What follows belongs to an exercise in optimizing a design on an open flow for small area, a short achievable clock period and few clock cycles; a production flow would make more cautious choices.
RTL that was checked went through simulation tests only; none was proved equivalent to the original.
No activity file was given, so power comes from the tool's default toggle rates.

==> run a: inputs <==
// batCpu
module batCpu (
	input logic CLK,
	input logic rstN,
	input logic run,
	input logic hostReq,
	input logic [7:0] hostAddr,
	input logic [15:0] hostWrData,
	input logic hostWrite,
	output logic hostAck,
	output logic [15:0] hostRdData,
	output logic halted,
	output logic [7:0] outValue
);
	logic [15:0] rdHi;
	logic [15:0] rdLo;
	batPkg::word_t memRdData;
	logic memWe;
	batPkg::addr_t memWrAddr;
	batPkg::word_t memWrData;
	logic hostGrant;
	logic hostRdCyc;
	logic wbPend;
	batPkg::addr_t wbAddr;
	batPkg::word_t wbData;
	logic cpuLdNext;
	logic cpuSt;
	batPkg::addr_t stAddr;
	batPkg::word_t stWord;
	batPkg::regIdx_t rdSel;
	batPkg::regIdx_t rsSel;
	batPkg::regIdx_t stSel;
	batPkg::data_t rdData;
	batPkg::data_t rsData;
	batPkg::data_t stData;
	logic ldWrite;
	batPkg::regIdx_t ldSel;
	logic regWrite;
	batPkg::regIdx_t regWrSel;
	batPkg::data_t regWrData;
	batPkg::aluOp_t aluOp;
	batPkg::data_t aluResult;
	logic aluZero;
	microController microController_i (
		.CLK(CLK),
		.rstN(rstN),
		.run(run),
		.memRdData(memRdData),
		.hostGrant(hostGrant),
		.hostRdCyc(hostRdCyc),
		.hostAddr(hostAddr),
		.wbPend(wbPend),
		.rdData(rdData),
		.rsData(rsData),
		.stData(stData),
		.aluResult(aluResult),
		.aluZero(aluZero),
		.rdHi(rdHi),
		.rdLo(rdLo),
		.cpuLdNext(cpuLdNext),
		.cpuSt(cpuSt),
		.stAddr(stAddr),
		.stWord(stWord),
		.rdSel(rdSel),
		.rsSel(rsSel),
		.stSel(stSel),
		.ldWrite(ldWrite),
		.ldSel(ldSel),
		.regWrite(regWrite),
		.regWrSel(regWrSel),
		.regWrData(regWrData),
		.aluOp(aluOp),
		.halted(halted)
	);
	registerFile registerFile_i (
		.CLK(CLK),
		.rstN(rstN),
  ...
clock: 7.5 ns
lec_check: 0
cap_margin: 20
core_margin: 2
core_utilization: 55
setup_slack_margin: 4.5
slew_margin: 20
synth_memory_max_bits: 8192
tns_end_percent: 5
run.sh (not shown) runs the stock make flow with config.mk's settings and CLKGATE_MAP_FILE= SYNTH_SCRIPT=/design/flow/synth_recipe.tcl, a recipe that flattens the netlist after the stock synthesis.
==> inputs of run b, as changes to run a <==
--- a/flow/design.v
+++ b/flow/design.v
@@ -109,22 +109,21 @@
 	end
 endmodule
 module registerFile (
 	input logic CLK,
 	input logic rstN,
 	input logic ldWrite,
 	input batPkg::regIdx_t ldSel,
 	input batPkg::data_t ldData,
-	input logic regWrite,
-	input batPkg::regIdx_t wrSel,
+	input logic [7:0] wrOH,
 	input batPkg::data_t wrData,
-	input batPkg::regIdx_t aSel,
-	input batPkg::regIdx_t bSel,
-	input batPkg::regIdx_t cSel,
+	input logic [7:0] aOH,
+	input logic [7:0] bOH,
+	input logic [7:0] cOH,
 	output batPkg::data_t aData,
 	output batPkg::data_t bData,
 	output batPkg::data_t cData,
 	output batPkg::data_t outValue
 );
 	batPkg::data_t regs [batPkg::NUM_REGS];
 	logic [batPkg::NUM_REGS-1:0] regEn;
 	batPkg::data_t regD [batPkg::NUM_REGS];
@@ -134,34 +133,43 @@
 		begin
 			if (rstN && ldWrite && ldSel == batPkg::regIdx_t'(i))
 			begin
 				regEn[i] = 1'b1;
 				regD[i] = ldData;
 			end
 			else
 			begin
-				regEn[i] = !rstN || (regWrite && wrSel == batPkg::regIdx_t'(i));
+				regEn[i] = !rstN || wrOH[i];
 				regD[i] = rstN ? wrData : '0;
 			end
 		end
 	end
 	always_ff @(posedge CLK)
 	begin
 		for (int i = 0; i < batPkg::NUM_REGS; i++)
 		begin
 			if (regEn[i])
 			begin
 				regs[i] <= regD[i];
 			end
 		end
 	end
-	assign aData = regs[aSel];
-	assign bData = regs[bSel];
-	assign cData = regs[cSel];
+	always_comb
+	begin
+		aData = '0;
+		bData = '0;
+		cData = '0;
+		for (int i = 0; i < batPkg::NUM_REGS; i++)
+		begin
+			aData = aData | (regs[i] & {8{aOH[i]}});
+			bData = bData | (regs[i] & {8{bOH[i]}});
+			cData = cData | (regs[i] & {8{cOH[i]}});
+		end
+	end
 	assign outValue = regs[batPkg::OUT_REG];
 endmodule
 module unifiedMemory (
 	input logic CLK,
 	input logic memWe,
 	input batPkg::addr_t wrAddr,
 	input batPkg::word_t wrData,
 	input logic [15:0] rdHi,
@@ -287,29 +295,31 @@
 	input batPkg::data_t aluResult,
 	input logic aluZero,
 	output logic [15:0] rdHi,
 	output logic [15:0] rdLo,
 	output logic cpuLdNext,
 	output logic cpuSt,
 	output batPkg::addr_t stAddr,
 	output batPkg::word_t stWord,
-	output batPkg::regIdx_t rdSel,
-	output batPkg::regIdx_t rsSel,
-	output batPkg::regIdx_t stSel,
+	output logic [7:0] rdOH,
+	output logic [7:0] rsOH,
+	output logic [7:0] stOH,
 	output logic ldWrite,
 	output batPkg::regIdx_t ldSel,
-	output logic regWrite,
-	output batPkg::regIdx_t regWrSel,
+	output logic [7:0] regWrOH,
 	output batPkg::data_t regWrData,
 	output batPkg::aluOp_t aluOp,
 	output logic halted
 );
-	localparam int WAY_W = (BTB_N > 1) ? $clog2(BTB_N) : 1;
+	localparam int WAY_W = 2;
 	typedef enum logic [1:0] {M_IDLE, M_RUN, M_HALT} mode_t;
+	function automatic logic [7:0] dec3(input logic [2:0] x);
+		dec3 = 8'd1 << x;
+	endfunction
 	function automatic logic [15:0] dec4(input logic [3:0] x);
 		dec4 = 16'd1 << x;
 	endfunction
 	mode_t mode;
 	batPkg::addr_t pc;
 	logic [15:0] faHi;
 	logic [15:0] faLo;
 	batPkg::word_t ir;
@@ -326,19 +336,24 @@
 	batPkg::addr_t btbTarget [BTB_N];
 	logic [WAY_W-1:0] btbNext;
 	batPkg::opcode_t opcode;
 	batPkg::addr_t irK;
 	logic running;
 	assign opcode = ir[15:12];
 	assign irK = ir[7:0];
 	assign aluOp = ir[11:7];
-	assign rdSel = ir[5:3];
-	assign rsSel = ir[2:0];
+	batPkg::regIdx_t stSel;
 	assign stSel = ir[10:8];
+	logic [7:0] irRdOH;
+	logic [7:0] irRsOH;
+	logic [7:0] irStOH;
+	assign rdOH = irRdOH;
+	assign rsOH = irRsOH;
+	assign stOH = irStOH;
 	assign rdHi = faHi;
 	assign rdLo = faLo;
 	assign running = (mode == M_RUN);
 	logic stall;
 	logic exec;
 	logic fetchOk;
 	logic eJump;
 	logic eTaken;
@@ -395,28 +410,26 @@
 	assign cpuLdNext = eLd;
 	assign ldWrite = ldCyc;
 	assign ldSel = ldRd;
 	assign cpuSt = exec && (opcode == batPkg::OP_ST);
 	assign stAddr = irK;
 	assign stWord = {8'h00, stData};
 	always_comb
 	begin
-		regWrite = 1'b0;
-		regWrSel = rdSel;
+		regWrOH = '0;
 		regWrData = aluResult;
 		if (exec && opcode == batPkg::OP_LDI)
 		begin
-			regWrite = 1'b1;
-			regWrSel = stSel;
+			regWrOH = irStOH;
 			regWrData = irK;
 		end
 		else if (exec && opcode == batPkg::OP_ALU)
 		begin
-			regWrite = 1'b1;
+			regWrOH = irRdOH;
 		end
 	end
 	always_comb
 	begin
 		if (squash)
 		begin
 			pcNext = nextRight;
 		end
@@ -531,16 +544,19 @@
 			end
 		end
 	end
 	always_ff @(posedge CLK)
 	begin
 		if (fetchGo)
 		begin
 			ir <= memRdData;
+			irRdOH <= dec3(memRdData[5:3]);
+			irRsOH <= dec3(memRdData[2:0]);
+			irStOH <= dec3(memRdData[10:8]);
 			irPc <= pc;
 			irSeq <= pcInc;
 			irHit <= btbHit;
 			irWay <= btbWay;
 		end
 		if (eLd)
 		begin
 			ldRd <= stSel;
@@ -570,26 +586,25 @@
 	logic hostRdCyc;
 	logic wbPend;
 	batPkg::addr_t wbAddr;
 	batPkg::word_t wbData;
 	logic cpuLdNext;
 	logic cpuSt;
 	batPkg::addr_t stAddr;
 	batPkg::word_t stWord;
-	batPkg::regIdx_t rdSel;
-	batPkg::regIdx_t rsSel;
-	batPkg::regIdx_t stSel;
+	logic [7:0] rdOH;
+	logic [7:0] rsOH;
+	logic [7:0] stOH;
 	batPkg::data_t rdData;
 	batPkg::data_t rsData;
 	batPkg::data_t stData;
 	logic ldWrite;
 	batPkg::regIdx_t ldSel;
-	logic regWrite;
-	batPkg::regIdx_t regWrSel;
+	logic [7:0] regWrOH;
 	batPkg::data_t regWrData;
 	batPkg::aluOp_t aluOp;
 	batPkg::data_t aluResult;
 	logic aluZero;
 	microController microController_i (
 		.CLK(CLK),
 		.rstN(rstN),
 		.run(run),
@@ -604,39 +619,37 @@
 		.aluResult(aluResult),
 		.aluZero(aluZero),
 		.rdHi(rdHi),
 		.rdLo(rdLo),
 		.cpuLdNext(cpuLdNext),
 		.cpuSt(cpuSt),
 		.stAddr(stAddr),
 		.stWord(stWord),
-		.rdSel(rdSel),
-		.rsSel(rsSel),
-		.stSel(stSel),
+		.rdOH(rdOH),
+		.rsOH(rsOH),
+		.stOH(stOH),
 		.ldWrite(ldWrite),
 		.ldSel(ldSel),
-		.regWrite(regWrite),
-		.regWrSel(regWrSel),
+		.regWrOH(regWrOH),
 		.regWrData(regWrData),
 		.aluOp(aluOp),
 		.halted(halted)
 	);
 	registerFile registerFile_i (
 		.CLK(CLK),
 		.rstN(rstN),
 		.ldWrite(ldWrite),
 		.ldSel(ldSel),
 		.ldData(memRdData[7:0]),
-		.regWrite(regWrite),
-		.wrSel(regWrSel),
+		.wrOH(regWrOH),
 		.wrData(regWrData),
-		.aSel(rdSel),
-		.bSel(rsSel),
-		.cSel(stSel),
+		.aOH(rdOH),
+		.bOH(rsOH),
+		.cOH(stOH),
 		.aData(rdData),
 		.bData(rsData),
 		.cData(stData),
 		.outValue(outValue)
 	);
 	aluUnit aluUnit_i (
 		.aluOp(aluOp),
 		.a(rdData),
==> flow/config.mk (replaced) <==
export PLATFORM = sky130hd
export DESIGN_NAME = batCpu
export DESIGN_NICKNAME = batCpu
export VERILOG_FILES = /design/flow/design.v
export SDC_FILE = /design/flow/constraint.sdc
export NUM_CORES = 4
export LEC_CHECK = 0
export CAP_MARGIN = 30
export CORE_MARGIN = 2
export CORE_UTILIZATION = 55
export CTS_CLUSTER_DIAMETER = 80
export CTS_CLUSTER_SIZE = 24
export SETUP_SLACK_MARGIN = 4.5
export SLEW_MARGIN = 35
export SYNTH_MEMORY_MAX_BITS = 8192
export TNS_END_PERCENT = 1
==> inputs of run c, as changes to run a <==
--- a/flow/design.v
+++ b/flow/design.v
@@ -109,22 +109,21 @@
 	end
 endmodule
 module registerFile (
 	input logic CLK,
 	input logic rstN,
 	input logic ldWrite,
 	input batPkg::regIdx_t ldSel,
 	input batPkg::data_t ldData,
-	input logic regWrite,
-	input batPkg::regIdx_t wrSel,
+	input logic [7:0] wrOH,
 	input batPkg::data_t wrData,
-	input batPkg::regIdx_t aSel,
-	input batPkg::regIdx_t bSel,
-	input batPkg::regIdx_t cSel,
+	input logic [7:0] aOH,
+	input logic [7:0] bOH,
+	input logic [7:0] cOH,
 	output batPkg::data_t aData,
 	output batPkg::data_t bData,
 	output batPkg::data_t cData,
 	output batPkg::data_t outValue
 );
 	batPkg::data_t regs [batPkg::NUM_REGS];
 	logic [batPkg::NUM_REGS-1:0] regEn;
 	batPkg::data_t regD [batPkg::NUM_REGS];
@@ -134,34 +133,43 @@
 		begin
 			if (rstN && ldWrite && ldSel == batPkg::regIdx_t'(i))
 			begin
 				regEn[i] = 1'b1;
 				regD[i] = ldData;
 			end
 			else
 			begin
-				regEn[i] = !rstN || (regWrite && wrSel == batPkg::regIdx_t'(i));
+				regEn[i] = !rstN || wrOH[i];
 				regD[i] = rstN ? wrData : '0;
 			end
 		end
 	end
 	always_ff @(posedge CLK)
 	begin
 		for (int i = 0; i < batPkg::NUM_REGS; i++)
 		begin
 			if (regEn[i])
 			begin
 				regs[i] <= regD[i];
 			end
 		end
 	end
-	assign aData = regs[aSel];
-	assign bData = regs[bSel];
-	assign cData = regs[cSel];
+	always_comb
+	begin
+		aData = '0;
+		bData = '0;
+		cData = '0;
+		for (int i = 0; i < batPkg::NUM_REGS; i++)
+		begin
+			aData = aData | (regs[i] & {8{aOH[i]}});
+			bData = bData | (regs[i] & {8{bOH[i]}});
+			cData = cData | (regs[i] & {8{cOH[i]}});
+		end
+	end
 	assign outValue = regs[batPkg::OUT_REG];
 endmodule
 module unifiedMemory (
 	input logic CLK,
 	input logic memWe,
 	input batPkg::addr_t wrAddr,
 	input batPkg::word_t wrData,
 	input logic [15:0] rdHi,
@@ -287,29 +295,31 @@
 	input batPkg::data_t aluResult,
 	input logic aluZero,
 	output logic [15:0] rdHi,
 	output logic [15:0] rdLo,
 	output logic cpuLdNext,
 	output logic cpuSt,
 	output batPkg::addr_t stAddr,
 	output batPkg::word_t stWord,
-	output batPkg::regIdx_t rdSel,
-	output batPkg::regIdx_t rsSel,
-	output batPkg::regIdx_t stSel,
+	output logic [7:0] rdOH,
+	output logic [7:0] rsOH,
+	output logic [7:0] stOH,
 	output logic ldWrite,
 	output batPkg::regIdx_t ldSel,
-	output logic regWrite,
-	output batPkg::regIdx_t regWrSel,
+	output logic [7:0] regWrOH,
 	output batPkg::data_t regWrData,
 	output batPkg::aluOp_t aluOp,
 	output logic halted
 );
-	localparam int WAY_W = (BTB_N > 1) ? $clog2(BTB_N) : 1;
+	localparam int WAY_W = 2;
 	typedef enum logic [1:0] {M_IDLE, M_RUN, M_HALT} mode_t;
+	function automatic logic [7:0] dec3(input logic [2:0] x);
+		dec3 = 8'd1 << x;
+	endfunction
 	function automatic logic [15:0] dec4(input logic [3:0] x);
 		dec4 = 16'd1 << x;
 	endfunction
 	mode_t mode;
 	batPkg::addr_t pc;
 	logic [15:0] faHi;
 	logic [15:0] faLo;
 	batPkg::word_t ir;
@@ -326,19 +336,24 @@
 	batPkg::addr_t btbTarget [BTB_N];
 	logic [WAY_W-1:0] btbNext;
 	batPkg::opcode_t opcode;
 	batPkg::addr_t irK;
 	logic running;
 	assign opcode = ir[15:12];
 	assign irK = ir[7:0];
 	assign aluOp = ir[11:7];
-	assign rdSel = ir[5:3];
-	assign rsSel = ir[2:0];
+	batPkg::regIdx_t stSel;
 	assign stSel = ir[10:8];
+	logic [7:0] irRdOH;
+	logic [7:0] irRsOH;
+	logic [7:0] irStOH;
+	assign rdOH = irRdOH;
+	assign rsOH = irRsOH;
+	assign stOH = irStOH;
 	assign rdHi = faHi;
 	assign rdLo = faLo;
 	assign running = (mode == M_RUN);
 	logic stall;
 	logic exec;
 	logic fetchOk;
 	logic eJump;
 	logic eTaken;
@@ -395,28 +410,26 @@
 	assign cpuLdNext = eLd;
 	assign ldWrite = ldCyc;
 	assign ldSel = ldRd;
 	assign cpuSt = exec && (opcode == batPkg::OP_ST);
 	assign stAddr = irK;
 	assign stWord = {8'h00, stData};
 	always_comb
 	begin
-		regWrite = 1'b0;
-		regWrSel = rdSel;
+		regWrOH = '0;
 		regWrData = aluResult;
 		if (exec && opcode == batPkg::OP_LDI)
 		begin
-			regWrite = 1'b1;
-			regWrSel = stSel;
+			regWrOH = irStOH;
 			regWrData = irK;
 		end
 		else if (exec && opcode == batPkg::OP_ALU)
 		begin
-			regWrite = 1'b1;
+			regWrOH = irRdOH;
 		end
 	end
 	always_comb
 	begin
 		if (squash)
 		begin
 			pcNext = nextRight;
 		end
@@ -531,16 +544,19 @@
 			end
 		end
 	end
 	always_ff @(posedge CLK)
 	begin
 		if (fetchGo)
 		begin
 			ir <= memRdData;
+			irRdOH <= dec3(memRdData[5:3]);
+			irRsOH <= dec3(memRdData[2:0]);
+			irStOH <= dec3(memRdData[10:8]);
 			irPc <= pc;
 			irSeq <= pcInc;
 			irHit <= btbHit;
 			irWay <= btbWay;
 		end
 		if (eLd)
 		begin
 			ldRd <= stSel;
@@ -570,26 +586,25 @@
 	logic hostRdCyc;
 	logic wbPend;
 	batPkg::addr_t wbAddr;
 	batPkg::word_t wbData;
 	logic cpuLdNext;
 	logic cpuSt;
 	batPkg::addr_t stAddr;
 	batPkg::word_t stWord;
-	batPkg::regIdx_t rdSel;
-	batPkg::regIdx_t rsSel;
-	batPkg::regIdx_t stSel;
+	logic [7:0] rdOH;
+	logic [7:0] rsOH;
+	logic [7:0] stOH;
 	batPkg::data_t rdData;
 	batPkg::data_t rsData;
 	batPkg::data_t stData;
 	logic ldWrite;
 	batPkg::regIdx_t ldSel;
-	logic regWrite;
-	batPkg::regIdx_t regWrSel;
+	logic [7:0] regWrOH;
 	batPkg::data_t regWrData;
 	batPkg::aluOp_t aluOp;
 	batPkg::data_t aluResult;
 	logic aluZero;
 	microController microController_i (
 		.CLK(CLK),
 		.rstN(rstN),
 		.run(run),
@@ -604,39 +619,37 @@
 		.aluResult(aluResult),
 		.aluZero(aluZero),
 		.rdHi(rdHi),
 		.rdLo(rdLo),
 		.cpuLdNext(cpuLdNext),
 		.cpuSt(cpuSt),
 		.stAddr(stAddr),
 		.stWord(stWord),
-		.rdSel(rdSel),
-		.rsSel(rsSel),
-		.stSel(stSel),
+		.rdOH(rdOH),
+		.rsOH(rsOH),
+		.stOH(stOH),
 		.ldWrite(ldWrite),
 		.ldSel(ldSel),
-		.regWrite(regWrite),
-		.regWrSel(regWrSel),
+		.regWrOH(regWrOH),
 		.regWrData(regWrData),
 		.aluOp(aluOp),
 		.halted(halted)
 	);
 	registerFile registerFile_i (
 		.CLK(CLK),
 		.rstN(rstN),
 		.ldWrite(ldWrite),
 		.ldSel(ldSel),
 		.ldData(memRdData[7:0]),
-		.regWrite(regWrite),
-		.wrSel(regWrSel),
+		.wrOH(regWrOH),
 		.wrData(regWrData),
-		.aSel(rdSel),
-		.bSel(rsSel),
-		.cSel(stSel),
+		.aOH(rdOH),
+		.bOH(rsOH),
+		.cOH(stOH),
 		.aData(rdData),
 		.bData(rsData),
 		.cData(stData),
 		.outValue(outValue)
 	);
 	aluUnit aluUnit_i (
 		.aluOp(aluOp),
 		.a(rdData),
==> flow/config.mk (replaced) <==
export PLATFORM = sky130hd
export DESIGN_NAME = batCpu
export DESIGN_NICKNAME = batCpu
export VERILOG_FILES = /design/flow/design.v
export SDC_FILE = /design/flow/constraint.sdc
export NUM_CORES = 4
export LEC_CHECK = 0
export CAP_MARGIN = 20
export CORE_MARGIN = 2
export CORE_UTILIZATION = 60
export CTS_CLUSTER_DIAMETER = 80
export CTS_CLUSTER_SIZE = 24
export PLACE_DENSITY = 0.66
export SETUP_SLACK_MARGIN = 4.5
export SLEW_MARGIN = 20
export SYNTH_MEMORY_MAX_BITS = 8192
export TNS_END_PERCENT = 1
==> summary of the runs <==
In run a the design area is higher than in run b, by 5.5%. Utilization, lowest first: run b, run a, run c. Against run a, the cell count of run c is lower by about 9%. Total power, highest first: run a, run b, run c. In run a the maximum frequency is higher than in run c, by 0.42%.
==> figures <==
|  | run a | run c | run b |
|---|---|---|---|
| Outcome | finished clean | finished clean | finished clean |
| Die width | 546 um | 524 um | 547 um |
| Met1 routing resource usage after global routing | 53.4% | 55.3% | 52.0% |
| Met1 routed wirelength after detailed routing | 213000 um | 194000 um | 209000 um |
| Worst Reg2Reg Path Length in Cells | 18 | 9 | 8 |
| Well-Tap Cells | 3919 | 3552 | 3919 |
| Synthesized net count | 9109 | 8953 | 8953 |
| Reg power frac | 46.5% | 54.1% | 53.8% |
| Inserted Diodes | 11 | 22 | 22 |
| Number of nets in the layout | 9969 | 9329 | 9386 |
| Comb pwr | 0.0132 W | 0.0124 W | 0.0124 W |
| Vias after detailed routing | 103000 | 101000 | 99300 |
Testbench counts of run b, summed over its fixed seeds: cycles 32,592.
Testbench counts of run c, summed over its fixed seeds: cycles 32,592.
No functional check of the RTL was part of run a.

port drivers added, routing unchanged:
In the flow no input, the clock included, has a driving cell. The finished layouts below were timed again as built, in two steps.
Step 1: set_driving_cell puts a clkbuf_16 on CLK and a buf_2 on each other input, an assumption about the parent block.
Step 2 moves the port delays by t, midway between the first and last clock arrival at a register: inputs arrive t later, outputs are due t later. That takes back most of the time a late clock gives input paths.
Three values: no drivers, after step 1, after step 2; two values: the first two.
run	t, ns	setup slack, ns	hold slack, ns
run a	1.054	3.751 / 3.731 / 2.933	0.490 / 0.490 / 0.490
run b	1.046	3.826 / 3.826 / 2.957	0.517 / 0.517 / 0.517
run c	1.062	3.735 / 3.735 / 3.325	0.501 / 0.501 / 0.501
After both steps setup and hold are still met in every run listed. The setup slack of run b, which loses most, moves by 0.000 ns with the drivers and by -0.869 ns with both steps.
